Context: an optimization exercise on an open-source flow, tuned for small area, a short achievable clock period and few clock cycles per item. The choices shown serve that exercise and are no tape-out recipe. The RTL was checked by simulation tests, not by an equivalence proof against the original design. No activity file was given, so power comes from the tool's default toggle rates.

[flow/run.sh]
#!/bin/bash
# Standard ORFS layout with three changes to how the layout is made:
#  - timing repair aims at a tighter period than the clock constraint (setup
#    margin), so the resizer works on every path longer than that target;
#  - the port buffers are sky130_fd_sc_hd__buf_4 cells (the standard flow
#    picks a delay cell), every input and output still gets its own buffer;
#  - the resizer may swap cells of a different footprint.
# Synthesis is the standard one, unchanged. Each step's log is in orfs/logs.
set -euo pipefail
MARGIN=${MARGIN:-6.3}
bash standard.sh synth > synth.log 2>&1
bash standard.sh SETUP_SLACK_MARGIN=$MARGIN MATCH_CELL_FOOTPRINT=0 \
  "BUFFER_PORTS_ARGS=-buffer_cell sky130_fd_sc_hd__buf_4" finish > layout.log 2>&1
[standard.sh]
#!/bin/bash
# synth_recipe.tcl (not shown) runs the flow's synth.tcl, then flattens the netlist and writes it again
# the make line also repeats each setting of config.mk as NAME=value (left out here)
make -C /OpenROAD-flow-scripts/flow DESIGN_CONFIG=/design/flow/config.mk WORK_HOME=/design/flow/orfs CLKGATE_MAP_FILE= SYNTH_SCRIPT=/design/flow/synth_recipe.tcl "${@:-finish}"
[config.mk]
export PLATFORM = sky130hd
export DESIGN_NAME = matmul_engine
export DESIGN_NICKNAME = matmul_engine
export VERILOG_FILES = /design/flow/design.v
export SDC_FILE = /design/flow/constraint.sdc
export NUM_CORES = 4
export LEC_CHECK = 0
export CAP_MARGIN = 20
export CORE_MARGIN = 2
export CORE_UTILIZATION = 40
export CTS_CLUSTER_DIAMETER = 60
export CTS_CLUSTER_SIZE = 24
export SETUP_SLACK_MARGIN = 5
export SLEW_MARGIN = 20
export SYNTH_HIERARCHICAL = 1
[constraint.sdc]
create_clock -name core_clock -period 10.0 [get_ports {clk}]
set_input_delay 2.0000 -clock core_clock [delete_from_list [all_inputs] [get_ports {clk}]]
set_output_delay 2.0000 -clock core_clock [all_outputs]
set_load 0.01 [all_outputs]
[design.v]
package sysarray_pkg;
  function automatic logic [15:0] sat16(input logic [19:0] v);
    if (v[19:15] == 5'b00000 || v[19:15] == 5'b11111) sat16 = v[15:0];
    else if (v[19]) sat16 = 16'h8000;
    else sat16 = 16'h7fff;
  endfunction
endpackage
module pe (
  input  logic        clk,
  input  logic        rst,
  input  logic        en_d,
  input  logic        clr_d,
  input  logic [7:0]  a,
  input  logic [7:0]  b,
  output logic [19:0] s,
  output logic [19:0] c
);
  logic        en, clr, nclr;
  logic [7:0]  ag;
  logic pp_0_0;
  logic pp_0_1;
  logic pp_0_2;
  logic pp_0_3;
  logic pp_0_4;
  logic pp_0_5;
  logic pp_0_6;
  logic pp_0_7;
  logic pp_1_0;
  logic pp_1_1;
  logic pp_1_2;
  logic pp_1_3;
  logic pp_1_4;
  logic pp_1_5;
  logic pp_1_6;
  logic pp_1_7;
  logic pp_2_0;
  logic pp_2_1;
  logic pp_2_2;
  logic pp_2_3;
  logic pp_2_4;
  logic pp_2_5;
  logic pp_2_6;
  logic pp_2_7;
  logic pp_3_0;
  logic pp_3_1;
  logic pp_3_2;
  logic pp_3_3;
  logic pp_3_4;
  logic pp_3_5;
  logic pp_3_6;
  logic pp_3_7;
  logic pp_4_0;
  logic pp_4_1;
  logic pp_4_2;
  logic pp_4_3;
  logic pp_4_4;
  logic pp_4_5;
  logic pp_4_6;
  logic pp_4_7;
  logic pp_5_0;
  logic pp_5_1;
  logic pp_5_2;
  logic pp_5_3;
  logic pp_5_4;
  logic pp_5_5;
  logic pp_5_6;
  logic pp_5_7;
  logic pp_6_0;
  logic pp_6_1;
  logic pp_6_2;
  logic pp_6_3;
  logic pp_6_4;
  logic pp_6_5;
  logic pp_6_6;
  logic pp_6_7;
  logic pp_7_0;
  logic pp_7_1;
  logic pp_7_2;
  logic pp_7_3;
  logic pp_7_4;
  logic pp_7_5;
  logic pp_7_6;
  logic pp_7_7;
  logic sg0;
  logic sg1;
  logic sg2;
  logic sg3;
  logic sg4;
  logic sg5;
  logic cg5;
  logic sg6;
  logic cg6;
  logic sg7;
  logic cg7;
  logic sg8;
  logic cg8;
  logic sg9;
  logic cg9;
  logic sg10;
  logic cg10;
  logic sg11;
  logic cg11;
  logic sg12;
  logic cg12;
  logic sg13;
  logic cg13;
  logic sg14;
  logic cg14;
  logic sg15;
  logic cg15;
  logic sg16;
  logic cg16;
  logic sg17;
  logic cg17;
  logic sg18;
  logic cg18;
  logic sg19;
  logic cg19;
  logic s1;
  logic k2;
  logic s3;
  logic k4;
  logic s5;
  logic k6;
  logic s7;
  logic k8;
  logic s9;
  logic k10;
  logic s11;
  logic k12;
  logic s13;
  logic k14;
  logic s15;
  logic k16;
  logic s17;
  logic k18;
  logic s19;
  logic k20;
  logic s21;
  logic k22;
  logic s23;
  logic k24;
  logic s25;
  logic k26;
  logic s27;
  logic k28;
  logic s29;
  logic k30;
  logic s31;
  logic k32;
  logic s33;
  logic k34;
  logic s35;
  logic k36;
  logic s37;
  logic k38;
  logic s39;
  logic k40;
  logic s41;
  logic k42;
  logic s43;
  logic k44;
  logic s45;
  logic k46;
  logic s47;
  logic k48;
  logic s49;
  logic k50;
  logic s51;
  logic k52;
  logic s53;
  logic k54;
  logic s55;
  logic k56;
  logic s57;
  logic k58;
  logic s59;
  logic k60;
  logic i61;
  logic s62;
  logic k63;
  logic s64;
  logic k65;
  logic s66;
  logic k67;
  logic s68;
  logic k69;
  logic i70;
  logic s71;
  logic k72;
  logic s73;
  logic k74;
  logic i75;
  logic s76;
  logic k77;
  logic s78;
  logic k79;
  logic i80;
  logic s81;
  logic k82;
  logic s83;
  logic k84;
  logic s85;
  logic k86;
  logic s87;
  logic k88;
  logic s89;
  logic k90;
  logic i91;
  logic s92;
  logic k93;
  logic s94;
  logic k95;
  logic s96;
  logic k97;
  logic s98;
  logic k99;
  logic s100;
  logic k101;
  logic s102;
  logic k103;
  logic i104;
  logic s105;
  logic k106;
  logic i107;
  logic s108;
  logic k109;
  logic s110;
  logic k111;
  logic s112;
  logic k113;
  logic s114;
  logic k115;
  logic s116;
  logic k117;
  logic s118;
  logic k119;
  logic i120;
  logic s121;
  logic k122;
  logic s123;
  logic k124;
  logic s125;
  logic k126;
  logic i127;
  logic s128;
  logic k129;
  logic i130;
  logic s131;
  logic k132;
  logic i133;
  logic s134;
  logic k135;
  logic s136;
  logic k137;
  logic s138;
  logic k139;
  logic i140;
  logic s141;
  logic k142;
  logic i143;
  logic s144;
  logic k145;
  logic s146;
  logic k147;
  logic i148;
  logic s149;
  logic k150;
  logic i151;
  logic s152;
  logic k153;
  logic s154;
  logic k155;
  logic i156;
  logic s157;
  logic k158;
  logic s159;
  logic k160;
  logic s161;
  logic k162;
  logic s163;
  logic k164;
  logic s165;
  logic k166;
  logic s167;
  logic k168;
  logic s169;
  logic k170;
  logic s171;
  logic k172;
  logic s173;
  logic k174;
  logic s175;
  logic k176;
  logic s177;
  logic k178;
  always_ff @(posedge clk or posedge rst) begin
    if (rst) begin
      en   <= 1'b0;
      clr  <= 1'b0;
      nclr <= 1'b1;
    end else begin
      en   <= en_d;
      clr  <= clr_d;
      nclr <= ~clr_d;
    end
  end
  gate8 u_gate (.a(a), .en(en), .y(ag));
  assign pp_0_0 = ~(ag[0] & b[0]);
  assign pp_0_1 = ~(ag[0] & b[1]);
  assign pp_0_2 = ~(ag[0] & b[2]);
  assign pp_0_3 = ~(ag[0] & b[3]);
  assign pp_0_4 = ~(ag[0] & b[4]);
  assign pp_0_5 = ~(ag[0] & b[5]);
  assign pp_0_6 = ~(ag[0] & b[6]);
  assign pp_0_7 = ~(ag[0] & b[7]);
  assign pp_1_0 = ~(ag[1] & b[0]);
  assign pp_1_1 = ~(ag[1] & b[1]);
  assign pp_1_2 = ~(ag[1] & b[2]);
  assign pp_1_3 = ~(ag[1] & b[3]);
  assign pp_1_4 = ~(ag[1] & b[4]);
  assign pp_1_5 = ~(ag[1] & b[5]);
  assign pp_1_6 = ~(ag[1] & b[6]);
  assign pp_1_7 = ~(ag[1] & b[7]);
  assign pp_2_0 = ~(ag[2] & b[0]);
  assign pp_2_1 = ~(ag[2] & b[1]);
  assign pp_2_2 = ~(ag[2] & b[2]);
  assign pp_2_3 = ~(ag[2] & b[3]);
  assign pp_2_4 = ~(ag[2] & b[4]);
  assign pp_2_5 = ~(ag[2] & b[5]);
  assign pp_2_6 = ~(ag[2] & b[6]);
  assign pp_2_7 = ~(ag[2] & b[7]);
  assign pp_3_0 = ~(ag[3] & b[0]);
  assign pp_3_1 = ~(ag[3] & b[1]);
  assign pp_3_2 = ~(ag[3] & b[2]);
  assign pp_3_3 = ~(ag[3] & b[3]);
  assign pp_3_4 = ~(ag[3] & b[4]);
  assign pp_3_5 = ~(ag[3] & b[5]);
  assign pp_3_6 = ~(ag[3] & b[6]);
  assign pp_3_7 = ~(ag[3] & b[7]);
  assign pp_4_0 = ~(ag[4] & b[0]);
  assign pp_4_1 = ~(ag[4] & b[1]);
  assign pp_4_2 = ~(ag[4] & b[2]);
  assign pp_4_3 = ~(ag[4] & b[3]);
  assign pp_4_4 = ~(ag[4] & b[4]);
  assign pp_4_5 = ~(ag[4] & b[5]);
  assign pp_4_6 = ~(ag[4] & b[6]);
  assign pp_4_7 = ~(ag[4] & b[7]);
  assign pp_5_0 = ~(ag[5] & b[0]);
  assign pp_5_1 = ~(ag[5] & b[1]);
  assign pp_5_2 = ~(ag[5] & b[2]);
  assign pp_5_3 = ~(ag[5] & b[3]);
  assign pp_5_4 = ~(ag[5] & b[4]);
  assign pp_5_5 = ~(ag[5] & b[5]);
  assign pp_5_6 = ~(ag[5] & b[6]);
  assign pp_5_7 = ~(ag[5] & b[7]);
  assign pp_6_0 = ~(ag[6] & b[0]);
  assign pp_6_1 = ~(ag[6] & b[1]);
  assign pp_6_2 = ~(ag[6] & b[2]);
  assign pp_6_3 = ~(ag[6] & b[3]);
  assign pp_6_4 = ~(ag[6] & b[4]);
  assign pp_6_5 = ~(ag[6] & b[5]);
  assign pp_6_6 = ~(ag[6] & b[6]);
  assign pp_6_7 = ~(ag[6] & b[7]);
  assign pp_7_0 = ~(ag[7] & b[0]);
  assign pp_7_1 = ~(ag[7] & b[1]);
  assign pp_7_2 = ~(ag[7] & b[2]);
  assign pp_7_3 = ~(ag[7] & b[3]);
  assign pp_7_4 = ~(ag[7] & b[4]);
  assign pp_7_5 = ~(ag[7] & b[5]);
  assign pp_7_6 = ~(ag[7] & b[6]);
  assign pp_7_7 = ~(ag[7] & b[7]);
  assign sg0 = ~(s[0] & nclr);
  assign sg1 = ~(s[1] & nclr);
  assign sg2 = ~(s[2] & nclr);
  assign sg3 = ~(s[3] & nclr);
  assign sg4 = ~(s[4] & nclr);
  assign sg5 = ~(s[5] & nclr);
  assign cg5 = ~(c[5] & nclr);
  assign sg6 = ~(s[6] & nclr);
  assign cg6 = ~(c[6] & nclr);
  assign sg7 = ~(s[7] & nclr);
  assign cg7 = ~(c[7] & nclr);
  assign sg8 = ~(s[8] & nclr);
  assign cg8 = ~(c[8] | clr);
  assign sg9 = ~(s[9] | clr);
  assign cg9 = ~(c[9] | clr);
  assign sg10 = ~(s[10] | clr);
  assign cg10 = ~(c[10] & nclr);
  assign sg11 = ~(s[11] | clr);
  assign cg11 = ~(c[11] & nclr);
  assign sg12 = ~(s[12] | clr);
  assign cg12 = ~(c[12] | clr);
  assign sg13 = ~(s[13] | clr);
  assign cg13 = ~(c[13] & nclr);
  assign sg14 = ~(s[14] & nclr);
  assign cg14 = ~(c[14] & nclr);
  assign sg15 = ~(s[15] & nclr);
  assign cg15 = ~(c[15] & nclr);
  assign sg16 = ~(s[16] & nclr);
  assign cg16 = ~(c[16] & nclr);
  assign sg17 = ~(s[17] & nclr);
  assign cg17 = ~(c[17] & nclr);
  assign sg18 = ~(s[18] & nclr);
  assign cg18 = ~(c[18] & nclr);
  assign sg19 = ~(s[19] & nclr);
  assign cg19 = ~(c[19] & nclr);
  assign s1 = ~pp_0_0 ^ ~sg0;
  assign k2 = ~pp_0_0 & ~sg0;
  fa_cell u_s3 (.a(pp_0_1), .b(pp_1_0), .ci(sg1), .s(s3), .co(k4));
  assign s5 = k2 ^ ~s3;
  assign k6 = k2 & ~s3;
  fa_cell u_s7 (.a(pp_0_2), .b(pp_1_1), .ci(pp_2_0), .s(s7), .co(k8));
  fa_cell u_s9 (.a(sg2), .b(k4), .ci(s7), .s(s9), .co(k10));
  assign s11 = k6 ^ ~s9;
  assign k12 = k6 & ~s9;
  fa_cell u_s13 (.a(pp_0_3), .b(pp_1_2), .ci(pp_2_1), .s(s13), .co(k14));
  fa_cell u_s15 (.a(pp_3_0), .b(sg3), .ci(k8), .s(s15), .co(k16));
  fa_cell u_s17 (.a(s13), .b(s15), .ci(k10), .s(s17), .co(k18));
  assign s19 = k12 ^ ~s17;
  assign k20 = k12 & ~s17;
  fa_cell u_s21 (.a(pp_0_4), .b(pp_1_3), .ci(pp_2_2), .s(s21), .co(k22));
  fa_cell u_s23 (.a(pp_3_1), .b(pp_4_0), .ci(sg4), .s(s23), .co(k24));
  fa_cell u_s25 (.a(k14), .b(s21), .ci(s23), .s(s25), .co(k26));
  fa_cell u_s27 (.a(k16), .b(s25), .ci(k18), .s(s27), .co(k28));
  assign s29 = k20 ^ ~s27;
  assign k30 = k20 & ~s27;
  fa_cell u_s31 (.a(pp_0_5), .b(pp_1_4), .ci(pp_2_3), .s(s31), .co(k32));
  fa_cell u_s33 (.a(pp_3_2), .b(pp_4_1), .ci(pp_5_0), .s(s33), .co(k34));
  fa_cell u_s35 (.a(sg5), .b(cg5), .ci(k22), .s(s35), .co(k36));
  fa_cell u_s37 (.a(k24), .b(s31), .ci(s33), .s(s37), .co(k38));
  fa_cell u_s39 (.a(s35), .b(k26), .ci(s37), .s(s39), .co(k40));
  assign s41 = ~s39 ^ ~k28;
  assign k42 = ~s39 & ~k28;
  fa_cell u_s43 (.a(pp_0_6), .b(pp_1_5), .ci(pp_2_4), .s(s43), .co(k44));
  fa_cell u_s45 (.a(pp_3_3), .b(pp_4_2), .ci(pp_5_1), .s(s45), .co(k46));
  fa_cell u_s47 (.a(pp_6_0), .b(sg6), .ci(cg6), .s(s47), .co(k48));
  fa_cell u_s49 (.a(k32), .b(k34), .ci(s43), .s(s49), .co(k50));
  fa_cell u_s51 (.a(s45), .b(s47), .ci(k36), .s(s51), .co(k52));
  fa_cell u_s53 (.a(k38), .b(s49), .ci(s51), .s(s53), .co(k54));
  assign s55 = ~k40 ^ ~s53;
  assign k56 = ~k40 & ~s53;
  fa_cell u_s57 (.a(pp_1_6), .b(pp_2_5), .ci(pp_3_4), .s(s57), .co(k58));
  fa_cell u_s59 (.a(pp_4_3), .b(pp_5_2), .ci(pp_6_1), .s(s59), .co(k60));
  assign i61 = ~sg7;
  fa_cell u_s62 (.a(pp_0_7), .b(pp_7_0), .ci(i61), .s(s62), .co(k63));
  fa_cell u_s64 (.a(cg7), .b(k44), .ci(k46), .s(s64), .co(k65));
  fa_cell u_s66 (.a(k48), .b(s57), .ci(s59), .s(s66), .co(k67));
  fa_cell u_s68 (.a(s64), .b(k50), .ci(s66), .s(s68), .co(k69));
  assign i70 = ~s62;
  fa_cell u_s71 (.a(i70), .b(k52), .ci(s68), .s(s71), .co(k72));
  assign s73 = ~k54 ^ ~s71;
  assign k74 = ~k54 & ~s71;
  assign i75 = ~pp_2_6;
  assign s76 = ~(pp_1_7 ^ i75);
  assign k77 = pp_1_7 | i75;
  fa_cell u_s78 (.a(pp_3_5), .b(pp_4_4), .ci(pp_5_3), .s(s78), .co(k79));
  assign i80 = ~pp_7_1;
  fa_cell u_s81 (.a(pp_6_2), .b(i80), .ci(sg8), .s(s81), .co(k82));
  fa_cell u_s83 (.a(k58), .b(k60), .ci(s78), .s(s83), .co(k84));
  fa_cell u_s85 (.a(cg8), .b(s76), .ci(k63), .s(s85), .co(k86));
  fa_cell u_s87 (.a(s81), .b(k65), .ci(k67), .s(s87), .co(k88));
  fa_cell u_s89 (.a(s83), .b(k69), .ci(s87), .s(s89), .co(k90));
  assign i91 = ~s85;
  fa_cell u_s92 (.a(i91), .b(k72), .ci(s89), .s(s92), .co(k93));
  fa_cell u_s94 (.a(pp_3_6), .b(pp_4_5), .ci(pp_5_4), .s(s94), .co(k95));
  fa_cell u_s96 (.a(pp_2_7), .b(pp_7_2), .ci(sg9), .s(s96), .co(k97));
  fa_cell u_s98 (.a(pp_6_3), .b(k79), .ci(s94), .s(s98), .co(k99));
  fa_cell u_s100 (.a(cg9), .b(k77), .ci(s96), .s(s100), .co(k101));
  fa_cell u_s102 (.a(k82), .b(k84), .ci(s98), .s(s102), .co(k103));
  assign i104 = ~k88;
  fa_cell u_s105 (.a(k86), .b(s100), .ci(i104), .s(s105), .co(k106));
  assign i107 = ~s105;
  fa_cell u_s108 (.a(s102), .b(k90), .ci(i107), .s(s108), .co(k109));
  fa_cell u_s110 (.a(pp_4_6), .b(pp_5_5), .ci(pp_6_4), .s(s110), .co(k111));
  fa_cell u_s112 (.a(pp_3_7), .b(pp_7_3), .ci(sg10), .s(s112), .co(k113));
  fa_cell u_s114 (.a(cg10), .b(k95), .ci(s110), .s(s114), .co(k115));
  fa_cell u_s116 (.a(k97), .b(s112), .ci(k101), .s(s116), .co(k117));
  fa_cell u_s118 (.a(k99), .b(s114), .ci(k103), .s(s118), .co(k119));
  assign i120 = ~s118;
  fa_cell u_s121 (.a(s116), .b(k106), .ci(i120), .s(s121), .co(k122));
  fa_cell u_s123 (.a(pp_4_7), .b(pp_7_4), .ci(sg11), .s(s123), .co(k124));
  fa_cell u_s125 (.a(pp_5_6), .b(pp_6_5), .ci(cg11), .s(s125), .co(k126));
  assign i127 = ~k111;
  fa_cell u_s128 (.a(i127), .b(k113), .ci(s123), .s(s128), .co(k129));
  assign i130 = ~s128;
  fa_cell u_s131 (.a(s125), .b(k115), .ci(i130), .s(s131), .co(k132));
  assign i133 = ~k117;
  fa_cell u_s134 (.a(i133), .b(s131), .ci(k119), .s(s134), .co(k135));
  fa_cell u_s136 (.a(pp_5_7), .b(pp_7_5), .ci(sg12), .s(s136), .co(k137));
  fa_cell u_s138 (.a(cg12), .b(k124), .ci(s136), .s(s138), .co(k139));
  assign i140 = ~k129;
  fa_cell u_s141 (.a(pp_6_6), .b(k126), .ci(i140), .s(s141), .co(k142));
  assign i143 = ~s138;
  fa_cell u_s144 (.a(i143), .b(s141), .ci(k132), .s(s144), .co(k145));
  fa_cell u_s146 (.a(pp_6_7), .b(pp_7_6), .ci(sg13), .s(s146), .co(k147));
  assign i148 = ~cg13;
  fa_cell u_s149 (.a(i148), .b(k137), .ci(s146), .s(s149), .co(k150));
  assign i151 = ~k142;
  fa_cell u_s152 (.a(k139), .b(s149), .ci(i151), .s(s152), .co(k153));
  fa_cell u_s154 (.a(pp_7_7), .b(sg14), .ci(cg14), .s(s154), .co(k155));
  assign i156 = ~s154;
  fa_cell u_s157 (.a(k147), .b(i156), .ci(k150), .s(s157), .co(k158));
  assign s159 = sg15 ^ cg15;
  assign k160 = sg15 & cg15;
  assign s161 = ~s159 ^ ~k155;
  assign k162 = ~s159 & ~k155;
  assign s163 = sg16 ^ cg16;
  assign k164 = sg16 & cg16;
  assign s165 = ~k160 ^ ~s163;
  assign k166 = ~k160 & ~s163;
  assign s167 = sg17 ^ cg17;
  assign k168 = sg17 & cg17;
  assign s169 = ~k164 ^ ~s167;
  assign k170 = ~k164 & ~s167;
  assign s171 = sg18 ^ cg18;
  assign k172 = sg18 & cg18;
  assign s173 = ~k168 ^ ~s171;
  assign k174 = ~k168 & ~s171;
  assign s175 = sg19 ^ cg19;
  assign k176 = sg19 & cg19;
  assign s177 = ~k172 ^ ~s175;
  assign k178 = ~k172 & ~s175;
  always_ff @(posedge clk) begin
    s[0] <= s1;
    s[1] <= s5;
    s[2] <= s11;
    s[3] <= s19;
    s[4] <= s29;
    s[5] <= s41;
    s[6] <= k42;
    s[7] <= k56;
    s[8] <= k74;
    s[9] <= k93;
    s[10] <= k109;
    s[11] <= s134;
    s[12] <= s144;
    s[13] <= k145;
    s[14] <= s157;
    s[15] <= s161;
    s[16] <= s165;
    s[17] <= k166;
    s[18] <= k170;
    s[19] <= k174;
    c[5] <= k30;
    c[6] <= s55;
    c[7] <= s73;
    c[8] <= s92;
    c[9] <= s108;
    c[10] <= s121;
    c[11] <= k122;
    c[12] <= k135;
    c[13] <= s152;
    c[14] <= k153;
    c[15] <= k158;
    c[16] <= k162;
    c[17] <= s169;
    c[18] <= s173;
    c[19] <= s177;
  end
  assign c[0] = 1'b0;
  assign c[1] = 1'b0;
  assign c[2] = 1'b0;
  assign c[3] = 1'b0;
  assign c[4] = 1'b0;
endmodule
package pe_pol;
  localparam logic [19:0] SPOL = 20'h03e00;
  localparam logic [19:0] CPOL = 20'h01300;
  localparam logic [19:0] CMSK = 20'hfffe0;   
  localparam int CLO = 5;   
endpackage
module fa_cell (
  input  logic a,
  input  logic b,
  input  logic ci,
  output logic s,
  output logic co
);
  assign s  = a ^ b ^ ci;
  assign co = (a & b) | (a & ci) | (b & ci);
endmodule
module gate8 (
  input  logic [7:0] a,
  input  logic       en,
  output logic [7:0] y
);
  assign y = a & {8{en}};
endmodule
module ha_cell (
  input  logic a,
  input  logic b,
  output logic s,
  output logic co
);
  assign s  = a ^ b;
  assign co = a & b;
endmodule
module colout #(
  parameter int N     = 6,
  parameter int ACC_W = 20,
  parameter int OUT_W = 16
) (
  input  logic                    clk,
  input  logic                    rst,
  input  logic [N-1:0]            sel_d,
  input  logic [N-1:0][ACC_W-1:0] s,
  input  logic [N-1:0][ACC_W-1:0] c,
  input  logic                    ld0,     
  input  logic                    from1,   
  input  logic                    ld1,     
  output logic [OUT_W-1:0]        q0
);
  localparam int CLO = pe_pol::CLO;
  logic [N-1:0][ACC_W-1:CLO] cx;
  logic [ACC_W-1:0]   ms, vs;
  logic [ACC_W-1:CLO] mc, vc;
  logic [14:0]      lo;
  logic             c15, ovf0, ovf1, sg0, sg1, h0, h1;
  logic [OUT_W-1:0] q1, y, d;
  rowsel #(.N(N), .W(ACC_W)) u_sels (.clk(clk), .rst(rst), .sel_d(sel_d), .x(s), .y(ms));
  rowsel #(.N(N), .W(ACC_W - CLO)) u_selc (.clk(clk), .rst(rst), .sel_d(sel_d), .x(cx), .y(mc));
  always_comb
    for (int i = 0; i < N; i++) cx[i] = c[i][ACC_W-1:CLO];
  assign vs = ms ^ pe_pol::SPOL;
  assign vc = mc ^ pe_pol::CPOL[ACC_W-1:CLO];
  colsum #(.CLO(CLO)) u_sum (
    .a(vs), .b(vc), .lo(lo), .c15(c15),
    .ovf0(ovf0), .ovf1(ovf1), .sg0(sg0), .sg1(sg1), .h0(h0), .h1(h1)
  );
  satsel u_sat (
    .lo(lo), .c15(c15), .ovf0(ovf0), .ovf1(ovf1), .sg0(sg0), .sg1(sg1),
    .h0(h0), .h1(h1), .q1(q1), .from1(from1), .y(y), .d(d)
  );
  always_ff @(posedge clk) begin
    if (ld0) q0 <= d;
    if (ld1) q1 <= y;
  end
endmodule
module rowsel #(
  parameter int N = 6,
  parameter int W = 20
) (
  input  logic                clk,
  input  logic                rst,
  input  logic [N-1:0]        sel_d,
  input  logic [N-1:0][W-1:0] x,
  output logic [W-1:0]        y
);
  logic [N-1:0] sel;
  always_ff @(posedge clk or posedge rst) begin
    if (rst) sel <= N'(1);
    else     sel <= sel_d;
  end
  always_comb begin
    y = '0;
    for (int i = 0; i < N; i++) y = y | (x[i] & {W{sel[i]}});
  end
endmodule
module colsum #(
  parameter int CLO = 5
) (
  input  logic [19:0]  a,
  input  logic [19:CLO] b,
  output logic [14:0] lo,
  output logic        c15,
  output logic        ovf0,
  output logic        ovf1,
  output logic        sg0,
  output logic        sg1,
  output logic        h0,
  output logic        h1
);
  logic [4:0] hi0, hi1;
  logic [19:0] bz;
  assign bz = {b, {CLO{1'b0}}};
  assign {c15, lo} = {1'b0, a[14:0]} + {1'b0, bz[14:0]};
  assign hi0  = a[19:15] + bz[19:15];
  assign hi1  = a[19:15] + bz[19:15] + 5'd1;
  assign ovf0 = (hi0 != 5'b00000) && (hi0 != 5'b11111);
  assign ovf1 = (hi1 != 5'b00000) && (hi1 != 5'b11111);
  assign sg0  = hi0[4];
  assign sg1  = hi1[4];
  assign h0   = hi0[0];
  assign h1   = hi1[0];
endmodule
module satsel (
  input  logic [14:0] lo,
  input  logic        c15,
  input  logic        ovf0,
  input  logic        ovf1,
  input  logic        sg0,
  input  logic        sg1,
  input  logic        h0,
  input  logic        h1,
  input  logic [15:0] q1,
  input  logic        from1,
  output logic [15:0] y,
  output logic [15:0] d
);
  logic ovf, sg, h;
  assign ovf = c15 ? ovf1 : ovf0;
  assign sg  = c15 ? sg1 : sg0;
  assign h   = c15 ? h1 : h0;
  assign y   = ovf ? {sg, {15{~sg}}} : {h, lo};
  assign d   = from1 ? q1 : y;
endmodule
module lmux (
  input  logic s,
  input  logic a,
  input  logic b,
  output logic y
);
  assign y = s ? a : b;
endmodule
module matmul_engine #(
  parameter int N     = 6,
  parameter int A_W   = 8,
  parameter int B_W   = 8,
  parameter int K_MAX = 16,
  parameter int ACC_W = 20,
  parameter int OUT_W = 16
) (
  input  logic                            clk,
  input  logic                            rst,
  input  logic                            start,
  output logic                            start_ready,
  input  logic [$clog2(K_MAX+1)-1:0]      k_len,
  input  logic                            in_valid,
  output logic                            in_ready,
  input  logic [N-1:0][A_W-1:0]           in_a,
  input  logic [N-1:0][B_W-1:0]           in_b,
  output logic                            out_valid,
  input  logic                            out_ready,
  output logic [N-1:0][OUT_W-1:0]         out_row,
  output logic [$clog2(N)-1:0]            out_ridx,
  output logic                            busy,
  output logic                            done
);
  localparam int KW = $clog2(K_MAX + 1);
  localparam int RW = $clog2(N);
  logic          cur_v, cur_z, cur_first;    
  logic [KW-1:0] cur_rem;                    
  logic          pend_v;                     
  logic [KW-1:0] pend_k;
  logic [3:0]    njobs;                      
  logic          done_reg;
  logic          in_ready_q, start_ready_q, busy_q;   
  logic          cur_v_n, cur_z_n, cur_first_n, pend_v_n;
  logic [KW-1:0] cur_rem_n, pend_k_n;
  logic [3:0]    njobs_n;
  logic          busy_n;
  logic [N-1:0]          sv, sf, sl;         
  logic [A_W-1:0]        sa [N][N];          
  logic [N-1:0][B_W-1:0] sb [N];             
  logic [N-1:0]          holds;              
  logic [N-1:0]          ptr;                
  logic                   q0v, q1v;          
  logic [N-1:0][OUT_W-1:0] q0;
  logic [RW-1:0]          ridx;              
  logic [N-1:0]          frz;                
  logic [N-1:0]          en;                 
  logic                  push, pop, fire0, last0, cur_free, st_fire;
  logic [N-1:0] sv_n, sf_n, sl_n, holds_n, ptr_n, a_n, conf0, conf1, frz0, frz1;
  logic [N-1:0] frz_n, en_n;
  logic         q0v_n, q1v_n, hp_n, nq;
  assign push      = |(holds & ptr) & ~q1v;
  assign pop       = q0v & out_ready;
  assign out_valid = q0v;
  assign out_row   = q0;
  assign out_ridx  = ridx;
  assign done      = done_reg;
  assign fire0       = cur_v & ~frz[0] & (cur_z | in_valid);
  assign last0       = cur_z | (cur_rem == KW'(1));
  assign cur_free    = ~cur_v | (fire0 & last0);
  assign st_fire     = start & start_ready;
  assign in_ready    = in_ready_q;
  assign start_ready = start_ready_q;
  assign busy        = busy_q;
  always_comb begin
    cur_v_n     = cur_v;
    cur_z_n     = cur_z;
    cur_first_n = cur_first;
    cur_rem_n   = cur_rem;
    pend_v_n    = pend_v;
    pend_k_n    = pend_k;
    if (fire0 & ~last0) begin
      cur_rem_n   = cur_rem - KW'(1);
      cur_first_n = 1'b0;
    end
    if (cur_free) begin
      if (pend_v) begin
        cur_v_n     = 1'b1;
        cur_z_n     = (pend_k == '0);
        cur_rem_n   = pend_k;
        cur_first_n = 1'b1;
        pend_v_n    = 1'b0;
      end else if (st_fire) begin
        cur_v_n     = 1'b1;
        cur_z_n     = (k_len == '0);
        cur_rem_n   = k_len;
        cur_first_n = 1'b1;
      end else begin
        cur_v_n     = 1'b0;
      end
    end else if (st_fire) begin
      pend_v_n = 1'b1;
      pend_k_n = k_len;
    end
    njobs_n = njobs + {3'b0, st_fire} - {3'b0, pop & (ridx == RW'(N - 1))};
    busy_n  = st_fire | (njobs > 4'd1) |
              ((njobs == 4'd1) & ~(out_ready & q0v & (ridx == RW'(N - 1))));
  end
  always_comb begin
    sv_n[0] = frz[0] ? sv[0] : fire0;
    sf_n[0] = frz[0] ? sf[0] : (cur_first | cur_z);
    sl_n[0] = frz[0] ? sl[0] : last0;
    for (int s = 1; s < N; s++) begin
      sv_n[s] = frz[s] ? sv[s] : (sv[s-1] & ~frz[s-1]);
      sf_n[s] = frz[s] ? sf[s] : sf[s-1];
      sl_n[s] = frz[s] ? sl[s] : sl[s-1];
    end
    for (int s = 0; s < N; s++)
      holds_n[s] = (holds[s] & ~(push & ptr[s])) | (en[s] & sl[s]);
    ptr_n = push ? {ptr[N-2:0], ptr[N-1]} : ptr;
    q0v_n = q1v | (q0v & ~pop) | push;
    q1v_n = (q1v & ~pop) | (push & q0v & ~pop);
    hp_n = |(holds_n & ptr_n);
    nq   = ~(q1v | (push & q0v));
    for (int s = 0; s < N; s++) begin
      a_n[s]   = sv_n[s] & sf_n[s] & holds_n[s];
      conf1[s] = a_n[s] & ~(hp_n & ptr_n[s]);
      conf0[s] = a_n[s] & ~(hp_n & nq & ptr_n[s]);
    end
    frz1[N-1] = conf1[N-1];
    frz0[N-1] = conf0[N-1];
    for (int s = N - 2; s >= 0; s--) begin
      frz1[s] = conf1[s] | frz1[s+1];
      frz0[s] = conf0[s] | frz0[s+1];
    end
    frz_n = pop ? frz1 : frz0;
  end
  logic [N-1:0] en_p1, en_p0, clr_p1, clr_p0, clr_n;
  logic [1:0]   sv0_x, fire0_x;                   
  logic [1:0]   en0_p1, en0_p0, clr0_p1, clr0_p0;  
  logic         en0_m1, en0_m0, clr0_m1, clr0_m0;
  always_comb begin
    for (int r = 0; r < N; r++) begin
      en_p0[r]  = sv_n[r] & ~frz0[r];
      en_p1[r]  = q0v ? (sv_n[r] & ~frz1[r]) : en_p0[r];
      clr_p0[r] = en_p0[r] & sf_n[r];
      clr_p1[r] = en_p1[r] & sf_n[r];
    end
    fire0_x[1] = cur_v & ~frz[0];
    fire0_x[0] = cur_v & ~frz[0] & cur_z;
    for (int x = 0; x < 2; x++) begin
      sv0_x[x] = frz[0] ? sv[0] : fire0_x[x];
      en0_p0[x]  = sv0_x[x] & ~(sv0_x[x] & sf_n[0] & holds_n[0] & ~(hp_n & nq & ptr_n[0]))
                            & ~frz0[1];
      en0_p1[x]  = q0v ? (sv0_x[x] & ~(sv0_x[x] & sf_n[0] & holds_n[0] & ~(hp_n & ptr_n[0]))
                                   & ~frz1[1])
                       : en0_p0[x];
      clr0_p0[x] = en0_p0[x] & sf_n[0];
      clr0_p1[x] = en0_p1[x] & sf_n[0];
    end
  end
  lmux u_en0m1  (.s(in_valid), .a(en0_p1[1]),  .b(en0_p1[0]),  .y(en0_m1));
  lmux u_en0m0  (.s(in_valid), .a(en0_p0[1]),  .b(en0_p0[0]),  .y(en0_m0));
  lmux u_clr0m1 (.s(in_valid), .a(clr0_p1[1]), .b(clr0_p1[0]), .y(clr0_m1));
  lmux u_clr0m0 (.s(in_valid), .a(clr0_p0[1]), .b(clr0_p0[0]), .y(clr0_m0));
  lmux u_en0    (.s(out_ready), .a(en0_m1),  .b(en0_m0),  .y(en_n[0]));
  lmux u_clr0   (.s(out_ready), .a(clr0_m1), .b(clr0_m0), .y(clr_n[0]));
  for (genvar r = 1; r < N; r++) begin : g_enm
    lmux u_en  (.s(out_ready), .a(en_p1[r]),  .b(en_p0[r]),  .y(en_n[r]));
    lmux u_clr (.s(out_ready), .a(clr_p1[r]), .b(clr_p0[r]), .y(clr_n[r]));
  end
  always_ff @(posedge clk or posedge rst) begin
    if (rst) begin
      cur_v         <= 1'b0;
      cur_z         <= 1'b0;
      cur_first     <= 1'b0;
      cur_rem       <= '0;
      pend_v        <= 1'b0;
      pend_k        <= '0;
      njobs         <= '0;
      done_reg      <= 1'b0;
      in_ready_q    <= 1'b0;
      start_ready_q <= 1'b1;
      busy_q        <= 1'b0;
    end else begin
      cur_v         <= cur_v_n;
      cur_z         <= cur_z_n;
      cur_first     <= cur_first_n;
      cur_rem       <= cur_rem_n;
      pend_v        <= pend_v_n;
      pend_k        <= pend_k_n;
      njobs         <= njobs_n;
      done_reg      <= pop & (ridx == RW'(N - 1));
      in_ready_q    <= cur_v_n & ~cur_z_n & ~frz_n[0];
      start_ready_q <= ~pend_v_n;
      busy_q        <= busy_n;
    end
  end
  always_ff @(posedge clk or posedge rst) begin
    if (rst) begin
      sv    <= '0;
      sf    <= '0;
      sl    <= '0;
      holds <= '0;
      ptr   <= N'(1);
      q0v   <= 1'b0;
      q1v   <= 1'b0;
      ridx  <= '0;
      frz   <= '0;
      en    <= '0;
    end else begin
      sv    <= sv_n;
      sf    <= sf_n;
      sl    <= sl_n;
      holds <= holds_n;
      ptr   <= ptr_n;
      q0v   <= q0v_n;
      q1v   <= q1v_n;
      frz   <= frz_n;
      en    <= en_n;
      if (pop) ridx <= (ridx == RW'(N - 1)) ? '0 : ridx + RW'(1);
    end
  end
  logic ld0, ld1;
  assign ld0 = q1v ? pop : (push & (~q0v | pop));
  assign ld1 = push & q0v & ~pop;
  always_ff @(posedge clk) begin
    if (~frz[0]) begin
      for (int i = 0; i < N; i++) begin
        sa[0][i] <= cur_z ? '0 : in_a[i];
        sb[0][i] <= in_b[i];
      end
    end
    for (int s = 1; s < N; s++) begin
      if (~frz[s]) begin
        for (int i = s; i < N; i++) sa[s][i] <= sa[s-1][i];
        sb[s] <= sb[s-1];
      end
    end
  end
  logic [ACC_W-1:0] acc_s [N][N];
  logic [ACC_W-1:0] acc_c [N][N];
  for (genvar gi = 0; gi < N; gi++) begin : g_row
    for (genvar gj = 0; gj < N; gj++) begin : g_col
      pe u_pe (
        .clk  (clk),
        .rst  (rst),
        .en_d (en_n[gi]),
        .clr_d(clr_n[gi]),
        .a    (sa[gi][gi]),
        .b    (sb[gi][gj]),
        .s    (acc_s[gi][gj]),
        .c    (acc_c[gi][gj])
      );
    end
  end
  logic [N-1:0][ACC_W-1:0] col_s [N];
  logic [N-1:0][ACC_W-1:0] col_c [N];
  for (genvar gj = 0; gj < N; gj++) begin : g_out
    for (genvar gi = 0; gi < N; gi++) begin : g_in
      assign col_s[gj][gi] = acc_s[gi][gj];
      assign col_c[gj][gi] = acc_c[gi][gj];
    end
    colout #(
      .N    (N),
      .ACC_W(ACC_W),
      .OUT_W(OUT_W)
    ) u_col (
      .clk  (clk),
      .rst  (rst),
      .sel_d(ptr_n),
      .s    (col_s[gj]),
      .c    (col_c[gj]),
      .ld0  (ld0),
      .from1(q1v),
      .ld1  (ld1),
      .q0   (q0[gj])
    );
  end
endmodule
==> run_results.csv, run 1 <==
group,metric,value,unit
outcome,status,"no timing/DRC/antenna violations",
grt,grt_pass1_vias,97600,
logic_synthesis,syn-num-nets,16100,
pwr,pwr-share-clk,0.152,
grt,gr-usage-all-layers,0.239,
critical_path,crit_fanout,15,
sta,max-slew-margin-rel,0.268,
critical_path,path_cells,"buf_4 -> a22oi_1 -> nand3_1 -> ha_1 -> and2_2 -> nor2b_1 -> a21oi_1 -> o21ai_2 -> buf_4 -> nand3b_1 -> a21oi_4 -> buf_12 -> a221o_2",
clock_network,clockRootBuffer,"clkbuf_16",
floorplan,start_util,0.401,
sta,worst_pin_slew,1.10,ns
finish,area_growth,9.53,%
clock_network,clk_path_buf_depth,4,
sta,hold_viol_final,0,
sta,finalMaxSlewViolations,0,
clock_network,h-tree-depth,4,
critical_path,path_common_cell,"buf_4",
route,drt_pass1_iterations,6,
grt,antenna_found_initial,49,
finish,fin_nets,15900,
floorplan,core-area,359000,um^2
route,drc_errors,0,
finish,fill_cells,33400,
min_path,min_path_type,"reg2reg",
critical_path,cpPeakStageDelay,0.56,ns
critical_path,cpMaxStageDelayCell,"dfrtp_4",
logic_synthesis,synth_cells,13000,
critical_path,end_kind,"flip-flop",
route,drt_wl_total,435000,um
route,vias,93800,
clock_network,cts_tree,"done",
floorplan,die_h,604,um
finish,largest-register,"g_row.g_col.u_pe.s",
route,postRouteAntennaNets,0,
sta,rsz0062_at_grt,"yes",
logic_synthesis,avgSynthCellArea,11.1,um^2
route,wire_per_inst,24.3,um
finish,largest_reg_flops,720,
clock_network,clkTransAtPathRegs,0.09,ns
critical_path,crit_type,"reg2reg",
pwr,leakage,64.3,nW
grt,overflow,0,
route,drt_iter0_markers,8038,
route,vias_per_cell,5.24,
pwr,swShare,0.447,
sta,fmax,272,MHz
placement,portBuffers,209,
pwr,p_seq_frac,0.301,
clock_network,clock-sinks,2157,
sta,fin_crit_sh,0.367,
sta,fin_tns_setup,0,ns
floorplan,num_rows,220,
pwr,power.share.combinational,0.547,
sta,layout_setup_ws,6.33,ns
critical_path,cp.arrival,4.34,ns
grt,grt_first_pass_wirelength,644000,um
floorplan,die-area,364000,um^2
pwr,p_sw,25.4,mW
critical_path,cp.required,10.67,ns
floorplan,io_pins,210,
critical_path,r2r_slack,6.33,ns
placement,gp_congestion,0.943,
floorplan,die_w,604,um
clock_network,insertion_delay,0.94,ns
clock_network,cts_buffers,201,
pwr,powerDensity,361,nW/um^2
logic_synthesis,syn_area,144000,um^2
logic_synthesis,yosys_warnings,26,
finish,reg_top3,"g_row.g_col.u_pe.s x720, g_row.g_col.u_pe.c x540, sb x288",
critical_path,cp-start-kind,"flip-flop",
sta,setup_viol,0,
grt,grt_max_degree,74,
placement,place_ws,5.61,ns
sta,period_minus_slack,3.67,ns
sta,fin_skew,0.0618,ns
placement,hpwl,324000,um
pwr,peakVddDrop,0.173,mV
finish,drive_gt1_frac,0.101,
flow_run,maxCapViolCount,0,
pwr,internal_power,31.4,mW
==> critical path, delay by kind of cell (launching register included) <==
family                     cells  cell delay (ns)
AOI/OAI and AO/OA              5             1.16
adders and majority gates      1             0.41
buffers and inverters          3             0.51
DFF                            1             0.56
and+or+nand+nor                4             0.76
==> power by group through the flow <==
stage / clock network, mW / registers (mW) / logic [mW]
finish: 8.63 / 17.1 / 31.1
global route: 9.10 / 17.3 / 37.0
CTS: 8.80 / 17.0 / 31.4
detailed placement: 0 / 17.4 / 30.6
global placement: 0 / 17.4 / 29.2
floorplan: 0 / 14.9 / 23.4
==> what timing repair did <==
item / 4_1_cts / 5_1_grt
hold buffers: 0 / 0
resized for setup: 198 / 247
gates cloned: 1 / 0
endpoints found under the setup margin: 715 / 323
pin swaps: 7 / 6
setup buffers: 57 / 80
==> through the flow <==
stage | power [mW] | hold WS (ns) | std cells | utilization | area (um^2)
2_1_floorplan | 38.3 | 0.400 | 13000 | - | 144000
3_3_place_gp | 46.6 | 0.401 | 17300 | 0.411 | 147000
3_5_place_dp | 47.9 | 0.405 | 17300 | 0.411 | 147000
4_1_cts | 57.2 | 0.365 | 17700 | 0.435 | 156000
5_1_grt | 63.5 | 0.377 | 17800 | 0.439 | 157000
6_report | 56.9 | 0.380 | 17900 | 0.439 | 158000
==> final cells by class <==
class	count	area [um^2]	area share
diodes	84	210	0.00133
clock buffers	226	5350	0.0339
clock inverters	149	2040	0.0129
inverters	1368	5150	0.0327
multi-input cells	8726	83800	0.532
flip-flops and latches	2157	51200	0.325
well taps	4773	5970	0.0379
repair buffers	415	3820	0.0242
repair inverters	1	5.00	0.0000318
==> cell usage in the layout (no fill, tap or decap), types with 16 or more instances in the layout <==
cell and instances:
nor2_1 315, edfxtp_1 648, a21oi_1 71, dfstp_2 29, nor3_1 30, xnor2_1 94, nand2b_1 17, and2_2 139
a221o_1 31, xor2_1 57, nand3_1 214, inv_12 20, buf_12 45, nand2_1 3256, clkinv_8 36, dfxtp_1 1260
ha_1 704, inv_6 24, dfrtp_4 32, and3_1 20, diode_2 84, a21o_1 29, a221o_2 60, inv_1 1352
and2_1 333, buf_4 345, a22oi_2 53, fa_1 2245, dfstp_4 21, o21ai_0 31, dfrtp_2 23, dfrtp_1 144
inv_8 18, clkbuf_16 210, nor2b_1 160, mux2i_1 16, and2_4 55, a22oi_1 586
==> layer usage <==
| layer | vias to the layer above | global-route usage | part of all wire |
|---|---|---|---|
| met5 | - | 0 | 0.00013 |
| met4 | 8 | 0.121 | 0.057 |
| met3 | 870 | 0.0472 | 0.079 |
| met2 | 3705 | 0.375 | 0.46 |
| met1 | 48400 | 0.315 | 0.40 |
| li1 | 40800 | - | - |
==> worst paths after layout <==
check                                                  startpoint                                      to  depth (start not counted)
min in group asynchronous                                     rst    g_row[2].g_col[2].u_pe.clr$_DFF_PP0_                          3
hold reg to reg                               sa[10][2]$_DFFE_PN_                     sa[16][2]$_DFFE_PN_                          0
setup reg to reg           g_out[2].u_col.u_selc.sel[1]$_DFF_PP0_         g_out[2].u_col.q0[11]$_DFFE_PP_                         13
hold / removal                                sa[10][2]$_DFFE_PN_                     sa[16][2]$_DFFE_PN_                          0
setup / recovery           g_out[2].u_col.u_selc.sel[1]$_DFF_PP0_         g_out[2].u_col.q0[11]$_DFFE_PP_                         13
max in group asynchronous                                     rst  g_out[1].u_col.u_sels.sel[0]$_DFF_PP1_                          4
Testbench counts, summed over its fixed seeds: cycles 7,275, jobs 768.
==> run 2: changes to the inputs <==
--- a/config.mk
+++ b/config.mk
@@ -9,6 +9,5 @@
 export CORE_MARGIN = 2
 export CORE_UTILIZATION = 40
-export CTS_CLUSTER_DIAMETER = 60
-export CTS_CLUSTER_SIZE = 24
+export PLACE_DENSITY = 0.7
 export SETUP_SLACK_MARGIN = 5
 export SLEW_MARGIN = 20
==> run_results.csv, run 2 <==
group,metric,value,unit
pwr,leakage,64.5,nW
sta,layout_setup_ws,6.31,ns
min_path,min-delay-start,"sa[1][1]$_SDFFCE_PP0N_",
critical_path,cpPeakStageDelay,0.55,ns
floorplan,core-area,359000,um^2
critical_path,timing.critical_path.buf_inv,0,
sta,hold_viol_final,0,
placement,portBuffers,209,
clock_network,insertion_delay,0.96,ns
floorplan,die-area,364000,um^2
finish,fin_nets,15900,
clock_network,h-tree-depth,4,
logic_synthesis,syn-num-nets,16100,
route,drt_pass1_iterations,8,
pwr,p_seq_frac,0.297,
sta,max-slew-margin-rel,0.239,
sta,fmax,271,MHz
logic_synthesis,syn_area,144000,um^2
floorplan,die_w,604,um
route,postRouteAntennaNets,0,
critical_path,cp.arrival,4.51,ns
placement,place_ws,5.67,ns
logic_synthesis,synth_cells,13000,
clock_network,clkTransAtPathRegs,0.06,ns
clock_network,cts_tree,"done",
sta,setup_viol,0,
sta,period_minus_slack,3.69,ns
finish,largest_reg_flops,720,
critical_path,crit_fanout,8,
outcome,status,"no timing/DRC/antenna violations",
sta,holdWs,0.398,ns
sta,rsz0062_at_grt,"yes",
floorplan,start_util,0.401,
critical_path,cp.required,10.81,ns
clock_network,clock-sinks,2157,
pwr,power,58.3,mW
grt,antenna_found_initial,69,
pwr,pwr-share-clk,0.162,
sta,fin_tns_setup,0,ns
route,vias_per_cell,5.35,
critical_path,end_kind,"flip-flop",
critical_path,crit_type,"reg2reg",
route,vias,96200,
clock_network,cts_buffers,241,
finish,final_common_cell,"nand2_1",
logic_synthesis,yosys_warnings,26,
finish,reg_top3,"g_row.g_col.u_pe.s x720, g_row.g_col.u_pe.c x540, sb x288",
finish,final_cell_mix,"3256 x nand2_1, 2245 x fa_1, 1351 x inv_1",
critical_path,path_common_cell,"fa_1",
placement,hpwl,323000,um
pwr,peakVddDrop,0.224,mV
pwr,p_sw,25.7,mW
floorplan,io_pins,210,
finish,fill_cells,32700,
route,drt_iter0_markers,9403,
critical_path,startpoint,"g_row[4].g_col[4].u_pe.en$_DFF_PP0_",
flow_run,maxCapViolCount,0,
finish,drive_gt1_frac,0.0987,
grt,overflow,0,
clock_network,clockRootBuffer,"clkbuf_16",
pwr,internal_power,32.7,mW
sta,finalMaxSlewViolations,0,
sta,fin_skew,0.0837,ns
grt,grt_pass1_vias,101000,
pwr,swShare,0.440,
critical_path,critical_path.top_delay_family,"adder cells",
pwr,powerDensity,369,nW/um^2
floorplan,die_h,604,um
critical_path,path_cells,"and2_1 -> nand2_1 -> fa_1 -> fa_1 -> fa_1 -> fa_1 -> fa_1",
finish,area_growth,9.94,%
min_path,min_path_type,"reg2reg",
route,wire_per_inst,24.4,um
placement,gp_congestion,0.984,
finish,largest-register,"g_row.g_col.u_pe.s",
logic_synthesis,avgSynthCellArea,11.1,um^2
critical_path,cpMaxStageDelayCell,"fa_1",
grt,grt_max_degree,94,
pwr,power.share.combinational,0.541,
critical_path,cp-start-kind,"flip-flop",
finish,fin_util,0.441,
grt,gr-usage-all-layers,0.241,
grt,grt_first_pass_wirelength,652000,um
route,drc_errors,0,
clock_network,clk_path_buf_depth,4,
sta,worst_pin_slew,1.14,ns
critical_path,timing.rr.start,"g_row[4].g_col[4].u_pe.en$_DFF_PP0_",
sta,fin_crit_sh,0.369,
route,drt_wl_total,439000,um
floorplan,num_rows,220,
-- run 2: power by group through the flow --
| stage | Clock, mW | Combinational (mW) | Sequential [mW] |
|---|---|---|---|
| final | 9.45 | 31.6 | 17.3 |
| after global routing | 9.90 | 37.1 | 17.5 |
| after CTS | 9.55 | 31.5 | 17.1 |
| after detailed placement | 0 | 30.7 | 17.4 |
| after global placement | 0 | 28.7 | 17.5 |
| after floorplan | 0 | 23.4 | 14.9 |
-- run 2: cell type report --
type	instances	area, um^2	share of cell area
Antenna cell	124	310	0.00196
Clock buffer	325	6910	0.0437
Clock inverter	129	1430	0.00902
Inverter	1368	5150	0.0326
Multi-Input combinational cell	8726	83800	0.530
Sequential cell	2157	51100	0.323
Tap cell	4773	5970	0.0378
Timing Repair Buffer	360	3480	0.0220
-- run 2: worst reg2reg max path: cells and delay by family (launching register included) --
kind / cells / cell delay [ns]
adders and majority gates: 5 / 2.45
DFF: 1 / 0.49
and+or+nand+nor: 2 / 0.62
-- run 2: worst paths after layout --
kind,endpoint,slack [ns],cells after the start
min,sa[7][1]$_DFFE_PN_,0.40,0
max in group asynchronous,ridx[2]$_DFFE_PP0P_,7.48,3
min in group asynchronous,g_row[0].g_col[1].u_pe.clr$_DFF_PP0_,1.34,2
max reg2reg,g_row[4].g_col[4].u_pe.c[8]$_DFF_P_,6.31,7
min reg2reg,sa[7][1]$_DFFE_PN_,0.40,0
max,g_row[4].g_col[4].u_pe.c[8]$_DFF_P_,6.31,7
-- run 2: metrics by stage --
step,cell area [um^2],std cells
2_1_floorplan,144000,13000
3_3_place_gp,147000,17300
3_5_place_dp,147000,17300
4_1_cts,157000,17800
5_1_grt,158000,17900
6_report,158000,18000
-- run 2: timing repair --
item | 4_1_cts | 5_1_grt
cloned | 2 | 0
buffers inserted | 56 | 29
gates resized for setup | 193 | 210
pin swaps | 6 | 2
endpoints found under the setup margin | 633 | 335
hold buffers | 0 | 0
-- run 2: metal layers --
layer	track usage	vias up	wire length, um
met5	0	-	161
met4	0.130	24	24700
met3	0.0731	1060	47800
met2	0.372	5275	200000
met1	0.304	49000	166000
li1	-	40800	-
==> run 3: changes to the inputs <==
--- a/config.mk
+++ b/config.mk
@@ -9,5 +9,4 @@
 export CORE_MARGIN = 2
 export CORE_UTILIZATION = 40
-export PLACE_DENSITY = 0.7
 export SETUP_SLACK_MARGIN = 5
 export SLEW_MARGIN = 20
==> run_results.csv, run 3 <==
group,metric,value,unit
placement,gp_congestion,0.943,
logic_synthesis,syn_area,144000,um^2
pwr,leakage,64.5,nW
min_path,worst_hold_path.endpoint,"sa[16][2]$_DFFE_PN_",
clock_network,cts_tree,"done",
grt,gr-usage-all-layers,0.239,
sta,fmax,272,MHz
finish,fill_cells,33400,
critical_path,crit_fanout,11,
finish,drive_gt1_frac,0.0998,
clock_network,h-tree-depth,4,
sta,max-slew-margin-rel,0.250,
logic_synthesis,avgSynthCellArea,11.1,um^2
critical_path,timing.rr.start,"sa[0][2]$_SDFFCE_PP0N_",
route,wire_per_inst,24.2,um
min_path,min_path_type,"reg2reg",
grt,grt_max_degree,74,
route,drt_iter0_markers,8177,
finish,largest-register,"g_row.g_col.u_pe.s",
grt,antenna_found_initial,46,
finish,reg_top3,"g_row.g_col.u_pe.s x720, g_row.g_col.u_pe.c x540, sb x288",
logic_synthesis,synth_cells,13000,
pwr,power,57.6,mW
pwr,powerDensity,364,nW/um^2
finish,fin_util,0.441,
clock_network,clockRootBuffer,"clkbuf_16",
route,drt_pass1_iterations,6,
route,postRouteAntennaNets,0,
placement,hpwl,324000,um
floorplan,start_util,0.401,
critical_path,end_kind,"flip-flop",
sta,fin_crit_sh,0.368,
flow_run,maxCapViolCount,0,
grt,grt_first_pass_wirelength,646000,um
sta,fin_tns_setup,0,ns
critical_path,cp-start-kind,"flip-flop",
critical_path,rr_worst_depth,8,
min_path,min-delay-start,"sa[10][2]$_DFFE_PN_",
floorplan,num_rows,220,
placement,portBuffers,209,
outcome,status,"no timing/DRC/antenna violations",
logic_synthesis,yosys_warnings,26,
critical_path,r2r_slack,6.32,ns
logic_synthesis,syn-num-nets,16100,
grt,overflow,0,
critical_path,r2r-end,"g_row[0].g_col[0].u_pe.c[8]$_DFF_P_",
clock_network,insertion_delay,0.96,ns
sta,fin_skew,0.0785,ns
sta,setup_viol,0,
min_path,hold_depth,0,
floorplan,die-area,364000,um^2
floorplan,die_h,604,um
clock_network,clk_path_buf_depth,4,
floorplan,io_pins,210,
critical_path,cp.required,10.76,ns
finish,largest_reg_flops,720,
finish,layoutNonFillerInstCount,18000,
sta,finalMaxSlewViolations,0,
finish,final_common_cell,"nand2_1",
route,vias,94200,
route,drc_errors,0,
floorplan,core-area,359000,um^2
clock_network,ctsHoldBuffers,0,
placement,dp_cells,17300,
finish,fin_nets,15900,
clock_network,clkTransAtPathRegs,0.07,ns
route,vias_per_cell,5.24,
critical_path,cp.arrival,4.44,ns
finish,area_growth,9.92,%
sta,rsz0062_at_grt,"yes",
sta,holdWs,0.355,ns
finish,final_cell_mix,"3256 x nand2_1, 2245 x fa_1, 1351 x inv_1",
route,drt_wl_total,435000,um
clock_network,cts_buffers,240,
sta,hold_viol_final,0,
critical_path,crit_type,"reg2reg",
sta,worst_pin_slew,1.13,ns
pwr,peakVddDrop,0.184,mV
floorplan,die_w,604,um
sta,period_minus_slack,3.68,ns
critical_path,startpoint,"sa[0][2]$_SDFFCE_PP0N_",
grt,grt_pass1_vias,98000,
clock_network,clock-sinks,2157,
run 3: power breakdown:
group / switching [mW] / internal [mW]
logic: 17.5 / 13.6
registers: 3.67 / 13.4
clock network: 3.97 / 5.31
total: 25.2 / 32.4
run 3: area by class of cell:
| cell class | count | area (um^2) | share of cell area |
|---|---|---|---|
| Multi-Input combinational cell | 8726 | 83800 | 0.530 |
| Sequential cell | 2157 | 51200 | 0.324 |
| Clock buffer | 313 | 6660 | 0.0421 |
| Tap cell | 4773 | 5970 | 0.0378 |
| Inverter | 1368 | 5150 | 0.0326 |
| Timing Repair Buffer | 384 | 3510 | 0.0222 |
| Clock inverter | 141 | 1520 | 0.00958 |
| Antenna cell | 135 | 338 | 0.00214 |
| Timing Repair inverter | 1 | 5.00 | 0.0000316 |
run 3: worst max-delay path, stage by stage (launching register included):
cell      delay [ns]
edfxtp_1        0.36
buf_8           0.30
and2_2          0.34
nand2_1         0.11
fa_1            0.55
fa_1            0.43
fa_1            0.40
fa_1            0.55
fa_1            0.41
run 3: timing repair:
action / 4_1_cts / 5_1_grt
setup endpoints to repair: 701 / 290
gates cloned: 1 / 0
pin swaps: 7 / 9
buffers inserted: 58 / 48
gates resized for setup: 191 / 210
run 3: per-stage QoR:
step / cell area [um^2] / setup WS, ns
3_5_place_dp: 147000 / 5.61
5_1_grt: 158000 / 6.27
2_1_floorplan: 144000 / 5.27
6_report: 158000 / 6.32
4_1_cts: 157000 / 6.31
3_3_place_gp: 147000 / 5.64
run 3: routing by layer:
metal  global-route usage  vias to the layer above  share of wire
li1                     -                    40900              -
met3               0.0482                      861          0.084
met2                0.378                     4070           0.46
met1                0.316                    48400           0.40
met4                0.116                       14          0.050
met5                    0                        -        0.00024
run 3: worst max path at each step:
stage	end	slack (ns)	depth (start not counted)
finish	g_row[0].g_col[0].u_pe.c[8]$_DFF_P_	6.32	8
global route	g_row[0].g_col[2].u_pe.c[10]$_DFF_P_	6.27	9
CTS	g_row[1].g_col[1].u_pe.c[8]$_DFF_P_	6.31	8
detailed placement	g_out[5].u_col.q0[11]$_DFFE_PP_	5.61	13
global placement	g_out[5].u_col.q0[11]$_DFFE_PP_	5.64	13
floorplan	g_out[0].u_col.q0[0]$_DFFE_PP_	5.27	2

-- port drivers added, routing unchanged --
Ports are ideal in the flow. The routed layouts listed here were re-timed in OpenROAD. Step 1 (the two cells are an assumption about what drives the block):
set clk [get_ports {clk}]
set_driving_cell -lib_cell sky130_fd_sc_hd__clkbuf_16 $clk
set_driving_cell -lib_cell sky130_fd_sc_hd__buf_2 [delete_from_list [all_inputs] $clk]
Step 2 moves the port delays by t, midway between the first and last clock arrival at a register: inputs arrive t later, outputs are due t later. That takes back most of the time a late clock gives input paths. Three values: ideal, step 1, step 2; two values: the first two.
run	shift t [ns]	slack for setup (ns)	latest minus earliest clock arrival (ns)	slew at the worst register clock pin (ns)
run 1	1.016	6.328 / 6.257 / 5.611	0.070 / 0.070	0.10 / 0.10
run 2	1.024	6.308 / 6.252 / 5.458	0.089 / 0.090	0.07 / 0.07
run 3	1.018	6.320 / 6.274 / 5.607	0.082 / 0.082	0.07 / 0.07
After both steps every run listed still meets setup and hold. The setup slack of run 2, which loses most, moves by -0.056 ns with the drivers and by -0.850 ns with both steps.
